This design comes from an exercise in tuning for small area and a short achievable clock period on the open sky130 flow, not from production work.
In this exercise RTL edits were held to simulation tests only and were not proved equivalent to the original.
No activity file was given, so power comes from the tool's default toggle rates.

Setup of main:
==> flow/design.v <==
package trace_pkg;
    localparam logic SRC_RF = 1'b0;
    localparam logic SRC_DM = 1'b1;
    localparam int TRACE_XLEN   = 32;
    localparam int TRACE_ADDR_W = 8;
    localparam int TRACE_CYC_W  = 16;
    typedef struct packed {
        logic                    src;
        logic [TRACE_CYC_W-1:0]  cycle;
        logic [TRACE_ADDR_W-1:0] addr;
        logic [TRACE_XLEN-1:0]   data;
    } trace_entry_t;
    function automatic int entry_width(input int xlen, input int addr_w, input int cyc_w);
        entry_width = 1 + cyc_w + addr_w + xlen;
    endfunction
endpackage
module trace_fifo
#(
    parameter int WIDTH = trace_pkg::entry_width(trace_pkg::TRACE_XLEN, trace_pkg::TRACE_ADDR_W, trace_pkg::TRACE_CYC_W),
    parameter int SLOTS = 15
) (
    input  logic             clk,
    input  logic [SLOTS-1:0] wr_en,
    input  logic [WIDTH-1:0] wr_zero,
    input  logic [WIDTH-1:0] wr_even,
    input  logic [WIDTH-1:0] wr_odd,
    input  logic [SLOTS-1:0] rd_sel,
    output logic [WIDTH-1:0] rd_data
);
    logic [WIDTH-1:0] mem_q [SLOTS];
    always_ff @(posedge clk) begin
        for (int i = 0; i < SLOTS; i++)
            if (wr_en[i]) mem_q[i] <= (i == 0) ? wr_zero : (i % 2 == 0) ? wr_even : wr_odd;
    end
    always_comb begin
        rd_data = '0;
        for (int i = 0; i < SLOTS; i++)
            rd_data = rd_data | (mem_q[i] & {WIDTH{rd_sel[i]}});
    end
endmodule
module reg_trace_buffer
#(
    parameter int XLEN       = 32,
    parameter int ADDR_W     = 8,
    parameter int DEPTH      = 16,
    parameter int CYC_W      = 16,
    parameter int MAX_CYCLES = 40000,
    parameter int OVF_W      = 8,
    localparam int ENTRY_W   = trace_pkg::entry_width(XLEN, ADDR_W, CYC_W),
    localparam int CNT_W     = $clog2(DEPTH) + 1
) (
    input  logic               clk,
    input  logic               rst,
    input  logic               rf_we,
    input  logic [4:0]         rf_waddr,
    input  logic [XLEN-1:0]    rf_wdata,
    input  logic               dm_we,
    input  logic [XLEN-1:0]    dm_addr,
    input  logic [XLEN-1:0]    dm_wdata,
    output logic               rd_valid,
    input  logic               rd_ready,
    output logic [ENTRY_W-1:0] rd_data,
    output logic [CNT_W-1:0]   count,
    output logic               full,
    output logic               halted,
    output logic [CYC_W-1:0]   cycle,
    output logic [OVF_W-1:0]   ovf_cnt
);
    logic [CYC_W-1:0]   cycle_q;
    logic               halted_q;
    logic [OVF_W-1:0]   ovf_q;
    logic [CNT_W-1:0]   count_q;
    logic               valid_q;
    logic               full_q;
    logic [ENTRY_W-1:0] head_q;
    logic [CYC_W-1:0]   cyc_n_q;   
    logic               run_q;     
    logic [CNT_W-1:0]   cnt_n_q;   
    logic               lv0_q, lv1_q, lv2_q, lvf1_q, lvf_q;
    localparam int SLOTS = DEPTH - 1;
    logic [SLOTS-1:0]   wp_q;      
    logic               wp_odd_q;  
    logic [SLOTS-1:0]   rd_sel_q;
    logic               hs_inrun_q;  
    logic               acc1_q;     
    logic               acc2_q;     
    logic               acc2p_q;    
    logic               fullrun_q;  
    logic [CYC_W-1:0]   cyc;
    logic               empty, pop;
    logic               pa, pb, drop1, drop2;
    logic               d_m1, d_p1, d_p2, d_0;
    logic [ENTRY_W-1:0] entry_rf, entry_dm;
    logic [ENTRY_W-1:0] wr_zero, wr_even, wr_odd, mread, head_src;
    logic [SLOTS-1:0]   wr_en, rd_sel, rn, rn_d;
    logic               hd_direct;
    logic [SLOTS-1:0]   wp_d;
    logic               unused_dm_addr;
    logic [CYC_W-1:0]   cycle_d;
    logic               halt_now;
    assign unused_dm_addr = ^dm_addr[XLEN-1:ADDR_W];
    assign cyc = ~cyc_n_q;
    assign entry_rf = {trace_pkg::SRC_RF, cyc, ADDR_W'(rf_waddr), rf_wdata};
    assign entry_dm = {trace_pkg::SRC_DM, cyc, dm_addr[ADDR_W-1:0], dm_wdata};
    assign empty = lv0_q;
    assign pop   = !empty && rd_ready;
    assign pa    = (rf_we || dm_we) && (acc1_q || (run_q && rd_ready));
    assign pb    = rf_we && dm_we && (acc2_q || (acc2p_q && rd_ready));
    assign drop2 = rf_we && dm_we && fullrun_q && !rd_ready;
    assign drop1 = (fullrun_q && !rd_ready && rf_we && !dm_we)
                || (fullrun_q && !rd_ready && !rf_we && dm_we)
                || (rf_we && dm_we && ((fullrun_q && rd_ready) || (acc2p_q && !rd_ready)));
    assign d_m1 = !empty && rd_ready && !(run_q && (rf_we || dm_we));
    assign d_p2 = rf_we && dm_we && acc2_q && (!rd_ready || empty);
    assign d_p1 = (!rd_ready && (rf_we || dm_we) && acc1_q && !(rf_we && dm_we && acc2_q))
               || (rd_ready && empty && run_q && rf_we && !dm_we)
               || (rd_ready && empty && run_q && !rf_we && dm_we)
               || (rd_ready && !empty && rf_we && dm_we && acc1_q);
    assign d_0  = !(d_m1 || d_p1 || d_p2);
    always_comb begin
        for (int i = 0; i < SLOTS; i++)
            wr_en[i] = (pa && wp_q[i]) || (pb && wp_q[(i + SLOTS - 1) % SLOTS]);
        wp_d = wp_q;
        if (pb)      wp_d = {wp_q[SLOTS-3:0], wp_q[SLOTS-1:SLOTS-2]};
        else if (pa) wp_d = {wp_q[SLOTS-2:0], wp_q[SLOTS-1]};
    end
    assign wr_zero = (wp_q[SLOTS-1] || !rf_we) ? entry_dm : entry_rf;
    assign wr_even = (wp_odd_q || !rf_we) ? entry_dm : entry_rf;
    assign wr_odd  = (!wp_odd_q || !rf_we) ? entry_dm : entry_rf;
    assign rd_sel  = rd_sel_q;
    trace_fifo #(
        .WIDTH (ENTRY_W),
        .SLOTS (SLOTS)
    ) u_fifo (
        .clk     (clk),
        .wr_en   (wr_en),
        .wr_zero (wr_zero),
        .wr_even (wr_even),
        .wr_odd  (wr_odd),
        .rd_sel  (rd_sel),
        .rd_data (mread)
    );
    assign hd_direct = empty || (lv1_q && rd_ready);
    assign head_src = mread
                    | (entry_rf   & {ENTRY_W{hs_inrun_q && rf_we}})
                    | (entry_dm   & {ENTRY_W{hs_inrun_q && !rf_we && dm_we}});
    always_ff @(posedge clk) begin
        if (rst)                  head_q <= '0;
        else if (empty || rd_ready) head_q <= head_src;
    end
    logic [CNT_W-1:0] cnt;
    logic             lv3, lvf2, lvf3;
    logic             lv0_d, lv1_d, lv2_d, lvf1_d, lvf_d;
    logic             ge2_d;
    assign cnt  = ~cnt_n_q;
    assign lv3  = (cnt == CNT_W'(3));
    assign lvf2 = (cnt == CNT_W'(DEPTH - 2));
    assign lvf3 = (cnt == CNT_W'(DEPTH - 3));
    assign lv0_d  = (d_0 && lv0_q) || (d_m1 && lv1_q);
    assign lv1_d  = (d_0 && lv1_q) || (d_m1 && lv2_q) || (d_p1 && lv0_q);
    assign lv2_d  = (d_0 && lv2_q) || (d_m1 && lv3) || (d_p1 && lv1_q) || (d_p2 && lv0_q);
    assign lvf1_d = (d_0 && lvf1_q) || (d_m1 && lvf_q) || (d_p1 && lvf2) || (d_p2 && lvf3);
    assign lvf_d  = (d_0 && lvf_q) || (d_p1 && lvf1_q) || (d_p2 && lvf2);
    assign ge2_d  = !(lv0_d || lv1_d);
    assign rn     = (lv0_q || lv1_q) ? wp_q : rd_sel_q;
    assign rn_d   = (hd_direct && pa)  ? {wp_q[SLOTS-2:0], wp_q[SLOTS-1]} :
                    (pop && !lv1_q)    ? {rd_sel_q[SLOTS-2:0], rd_sel_q[SLOTS-1]} : rn;
    always_ff @(posedge clk) begin
        if (rst) begin
            wp_q     <= SLOTS'(1);
            wp_odd_q <= 1'b0;
            lv0_q    <= 1'b1;
            lv1_q    <= 1'b0;
            lv2_q    <= 1'b0;
            lvf1_q   <= 1'b0;
            lvf_q    <= 1'b0;
            rd_sel_q <= '0;
            hs_inrun_q <= 1'b1;
            acc1_q    <= 1'b1;
            acc2_q    <= 1'b1;
            acc2p_q   <= 1'b0;
            fullrun_q <= 1'b0;
        end else begin
            wp_q <= wp_d;
            wp_odd_q <= 1'b0;
            for (int i = 1; i < SLOTS; i += 2) if (wp_d[i]) wp_odd_q <= 1'b1;
            lv0_q   <= lv0_d;
            lv1_q   <= lv1_d;
            lv2_q   <= lv2_d;
            lvf1_q  <= lvf1_d;
            lvf_q   <= lvf_d;
            rd_sel_q <= rn_d & {SLOTS{ge2_d}};
            hs_inrun_q <= !ge2_d && run_q && !halt_now;
            acc1_q    <= !lvf_d && run_q && !halt_now;
            acc2_q    <= !lvf_d && !lvf1_d && run_q && !halt_now;
            acc2p_q   <= lvf1_d && run_q && !halt_now;
            fullrun_q <= lvf_d && run_q && !halt_now;
        end
    end
    logic [CNT_W-1:0] count_d;
    logic [CNT_W-1:0] cnt_m1, cnt_p1, cnt_p2;
    assign cnt_m1  = cnt - CNT_W'(1);
    assign cnt_p1  = cnt + CNT_W'(1);
    assign cnt_p2  = cnt + CNT_W'(2);
    assign count_d = (cnt_m1  & {CNT_W{d_m1}})
                   | (cnt     & {CNT_W{d_0}})
                   | (cnt_p1  & {CNT_W{d_p1}})
                   | (cnt_p2  & {CNT_W{d_p2}});
    always_ff @(posedge clk) begin
        if (rst) begin
            count_q <= '0;
            cnt_n_q <= '1;
            valid_q <= 1'b0;
            full_q  <= 1'b0;
        end else begin
            count_q <= count_d;
            cnt_n_q <= ~count_d;
            valid_q <= !lv0_d;
            full_q  <= lvf_d;
        end
    end
    logic [OVF_W:0]   ovf_p1, ovf_p2;
    logic [OVF_W-1:0] ovf_s1, ovf_s2;
    assign cycle_d  = cyc + CYC_W'(1);
    assign halt_now = (MAX_CYCLES != 0 && cyc == CYC_W'(MAX_CYCLES - 1));
    assign ovf_p1 = {1'b0, ovf_q} + (OVF_W + 1)'(1);
    assign ovf_p2 = {1'b0, ovf_q} + (OVF_W + 1)'(2);
    assign ovf_s1 = ovf_p1[OVF_W] ? '1 : ovf_p1[OVF_W-1:0];
    assign ovf_s2 = ovf_p2[OVF_W] ? '1 : ovf_p2[OVF_W-1:0];
    always_ff @(posedge clk) begin
        if (rst) begin
            cycle_q  <= '0;
            cyc_n_q  <= '1;
            halted_q <= 1'b0;
            run_q    <= 1'b1;
            ovf_q    <= '0;
        end else begin
            if (cyc != CYC_W'(MAX_CYCLES)) begin
                cycle_q <= cycle_d;
                cyc_n_q <= ~cycle_d;
            end
            if (run_q && halt_now) begin
                halted_q <= 1'b1;
                run_q    <= 1'b0;
            end
            if (drop2)      ovf_q <= ovf_s2;
            else if (drop1) ovf_q <= ovf_s1;
        end
    end
    assign rd_valid = valid_q;
    assign rd_data  = head_q;
    assign count    = count_q;
    assign full     = full_q;
    assign halted   = halted_q;
    assign cycle    = cycle_q;
    assign ovf_cnt  = ovf_q;
endmodule
Settings: LEC_CHECK=0, CAP_MARGIN=20, CORE_MARGIN=2, CORE_UTILIZATION=60, SETUP_SLACK_MARGIN=2.3, SLEW_MARGIN=20; clock period 4.3 ns.
standard.sh (not shown) runs the stock make flow with config.mk's settings and CLKGATE_MAP_FILE= SYNTH_SCRIPT=/design/flow/synth_recipe.tcl, a recipe that flattens the netlist after the stock synthesis.
==> flow/flow/run.sh <==
#!/bin/bash
# Layout flow: the standard flow (standard synthesis unchanged), with two
# layout choices changed through ORFS's own variables:
#  - clock tree synthesis without dummy loads (the tree is not padded with
#    extra load cells for balancing);
#  - ports buffered with sky130_fd_sc_hd__buf_2 (every port still gets a buffer).
# The make output goes to standard.log here; ORFS keeps each step's log under
# orfs/logs/.
set -euo pipefail
export CTS_ARGS="-sink_clustering_enable -repair_clock_nets -dont_use_dummy_load -sink_clustering_size 24 -sink_clustering_max_diameter 60"
export BUFFER_PORTS_ARGS="-buffer_cell sky130_fd_sc_hd__buf_2"
bash standard.sh finish > standard.log 2>&1
main finished every step from synthesis to the final layout, and the layout passed the timing, DRC and antenna checks.
> inputs changed (main -> the feature branch)
--- a/flow/design.v
+++ b/flow/design.v
@@ -77,25 +77,26 @@
     logic               run_q;     
     logic [CNT_W-1:0]   cnt_n_q;   
     logic               lv0_q, lv1_q, lv2_q, lvf1_q, lvf_q;
     localparam int SLOTS = DEPTH - 1;
     logic [SLOTS-1:0]   wp_q;      
     logic               wp_odd_q;  
-    logic [SLOTS-1:0]   rd_sel_q;
+    logic [SLOTS-1:0]   rn_q;      
+    logic [SLOTS-1:0]   rd_sel_q;  
     logic               hs_inrun_q;  
     logic               acc1_q;     
     logic               acc2_q;     
     logic               acc2p_q;    
     logic               fullrun_q;  
     logic [CYC_W-1:0]   cyc;
     logic               empty, pop;
     logic               pa, pb, drop1, drop2;
     logic               d_m1, d_p1, d_p2, d_0;
     logic [ENTRY_W-1:0] entry_rf, entry_dm;
     logic [ENTRY_W-1:0] wr_zero, wr_even, wr_odd, mread, head_src;
-    logic [SLOTS-1:0]   wr_en, rd_sel, rn, rn_d;
+    logic [SLOTS-1:0]   wr_en, rd_sel, rn_d;
     logic               hd_direct;
     logic [SLOTS-1:0]   wp_d;
     logic               unused_dm_addr;
     logic [CYC_W-1:0]   cycle_d;
     logic               halt_now;
     assign unused_dm_addr = ^dm_addr[XLEN-1:ADDR_W];
@@ -104,20 +105,18 @@
     assign entry_dm = {trace_pkg::SRC_DM, cyc, dm_addr[ADDR_W-1:0], dm_wdata};
     assign empty = lv0_q;
     assign pop   = !empty && rd_ready;
     assign pa    = (rf_we || dm_we) && (acc1_q || (run_q && rd_ready));
     assign pb    = rf_we && dm_we && (acc2_q || (acc2p_q && rd_ready));
     assign drop2 = rf_we && dm_we && fullrun_q && !rd_ready;
-    assign drop1 = (fullrun_q && !rd_ready && rf_we && !dm_we)
-                || (fullrun_q && !rd_ready && !rf_we && dm_we)
+    assign drop1 = (fullrun_q && !rd_ready && (rf_we != dm_we))
                 || (rf_we && dm_we && ((fullrun_q && rd_ready) || (acc2p_q && !rd_ready)));
     assign d_m1 = !empty && rd_ready && !(run_q && (rf_we || dm_we));
     assign d_p2 = rf_we && dm_we && acc2_q && (!rd_ready || empty);
     assign d_p1 = (!rd_ready && (rf_we || dm_we) && acc1_q && !(rf_we && dm_we && acc2_q))
-               || (rd_ready && empty && run_q && rf_we && !dm_we)
-               || (rd_ready && empty && run_q && !rf_we && dm_we)
+               || (rd_ready && empty && run_q && (rf_we != dm_we))
                || (rd_ready && !empty && rf_we && dm_we && acc1_q);
     assign d_0  = !(d_m1 || d_p1 || d_p2);
     always_comb begin
         for (int i = 0; i < SLOTS; i++)
             wr_en[i] = (pa && wp_q[i]) || (pb && wp_q[(i + SLOTS - 1) % SLOTS]);
         wp_d = wp_q;
@@ -159,19 +158,19 @@
     assign lv0_d  = (d_0 && lv0_q) || (d_m1 && lv1_q);
     assign lv1_d  = (d_0 && lv1_q) || (d_m1 && lv2_q) || (d_p1 && lv0_q);
     assign lv2_d  = (d_0 && lv2_q) || (d_m1 && lv3) || (d_p1 && lv1_q) || (d_p2 && lv0_q);
     assign lvf1_d = (d_0 && lvf1_q) || (d_m1 && lvf_q) || (d_p1 && lvf2) || (d_p2 && lvf3);
     assign lvf_d  = (d_0 && lvf_q) || (d_p1 && lvf1_q) || (d_p2 && lvf2);
     assign ge2_d  = !(lv0_d || lv1_d);
-    assign rn     = (lv0_q || lv1_q) ? wp_q : rd_sel_q;
     assign rn_d   = (hd_direct && pa)  ? {wp_q[SLOTS-2:0], wp_q[SLOTS-1]} :
-                    (pop && !lv1_q)    ? {rd_sel_q[SLOTS-2:0], rd_sel_q[SLOTS-1]} : rn;
+                    (pop && !lv1_q)    ? {rn_q[SLOTS-2:0], rn_q[SLOTS-1]} : rn_q;
     always_ff @(posedge clk) begin
         if (rst) begin
             wp_q     <= SLOTS'(1);
             wp_odd_q <= 1'b0;
+            rn_q     <= SLOTS'(1);
             lv0_q    <= 1'b1;
             lv1_q    <= 1'b0;
             lv2_q    <= 1'b0;
             lvf1_q   <= 1'b0;
             lvf_q    <= 1'b0;
             rd_sel_q <= '0;
@@ -181,12 +180,13 @@
             acc2p_q   <= 1'b0;
             fullrun_q <= 1'b0;
         end else begin
             wp_q <= wp_d;
             wp_odd_q <= 1'b0;
             for (int i = 1; i < SLOTS; i += 2) if (wp_d[i]) wp_odd_q <= 1'b1;
+            rn_q <= rn_d;
             lv0_q   <= lv0_d;
             lv1_q   <= lv1_d;
             lv2_q   <= lv2_d;
             lvf1_q  <= lvf1_d;
             lvf_q   <= lvf_d;
             rd_sel_q <= rn_d & {SLOTS{ge2_d}};
- The fraction of the mapped netlist area in simple logic gates was comparable across the feature branch and main.
- Cmp the feature branch and main / number of fill cells / lower: main
- Global-route usage of the feature branch is on par with main.
- The feature branch ends up with a synthesis-to-layout area growth that is 0.43 points higher than in main.
- The wire length of the feature branch was superior to that of main.
- Taking main as the reference, in the feature branch effective utilization at floorplan comparable; clock network fraction of design power now smaller; fraction of power spent switching nets now smaller.
- main has completed all stages; timing, DRC and antenna checks passed.
- The feature branch: all stages complete, timing, DRC and antenna checks passed

==> re-timing with driven ports <==
No port has a modelled driver above. Below, the same layouts with a new extraction and two added sets of constraints.
Step 1 sets driving cells, clkbuf_16 on the clock port and buf_2 on the other inputs (assumed; they add their load-dependent delay and slew).
Step 2, shift: input delay + t, output delay - t, t = (earliest + latest rising clock arrival at the registers) / 2. This alone moves slack from input paths to output paths.
a / b / c = ideal / step 1 / step 2; a / b = the first two.
| run | shift t [ns] | setup WS [ns] | worst register clock-pin slew, ns |
|---|---|---|---|
| main | 0.722 | 2.250 / 2.183 / 1.634 | 0.10 / 0.10 |
| the feature branch | 0.708 | 2.296 / 2.223 / 1.615 | 0.09 / 0.09 |
After both steps setup and hold are still met in every run listed. For the feature branch, which loses most, drivers alone change the setup slack by -0.073 ns; drivers and shift together by -0.681 ns.
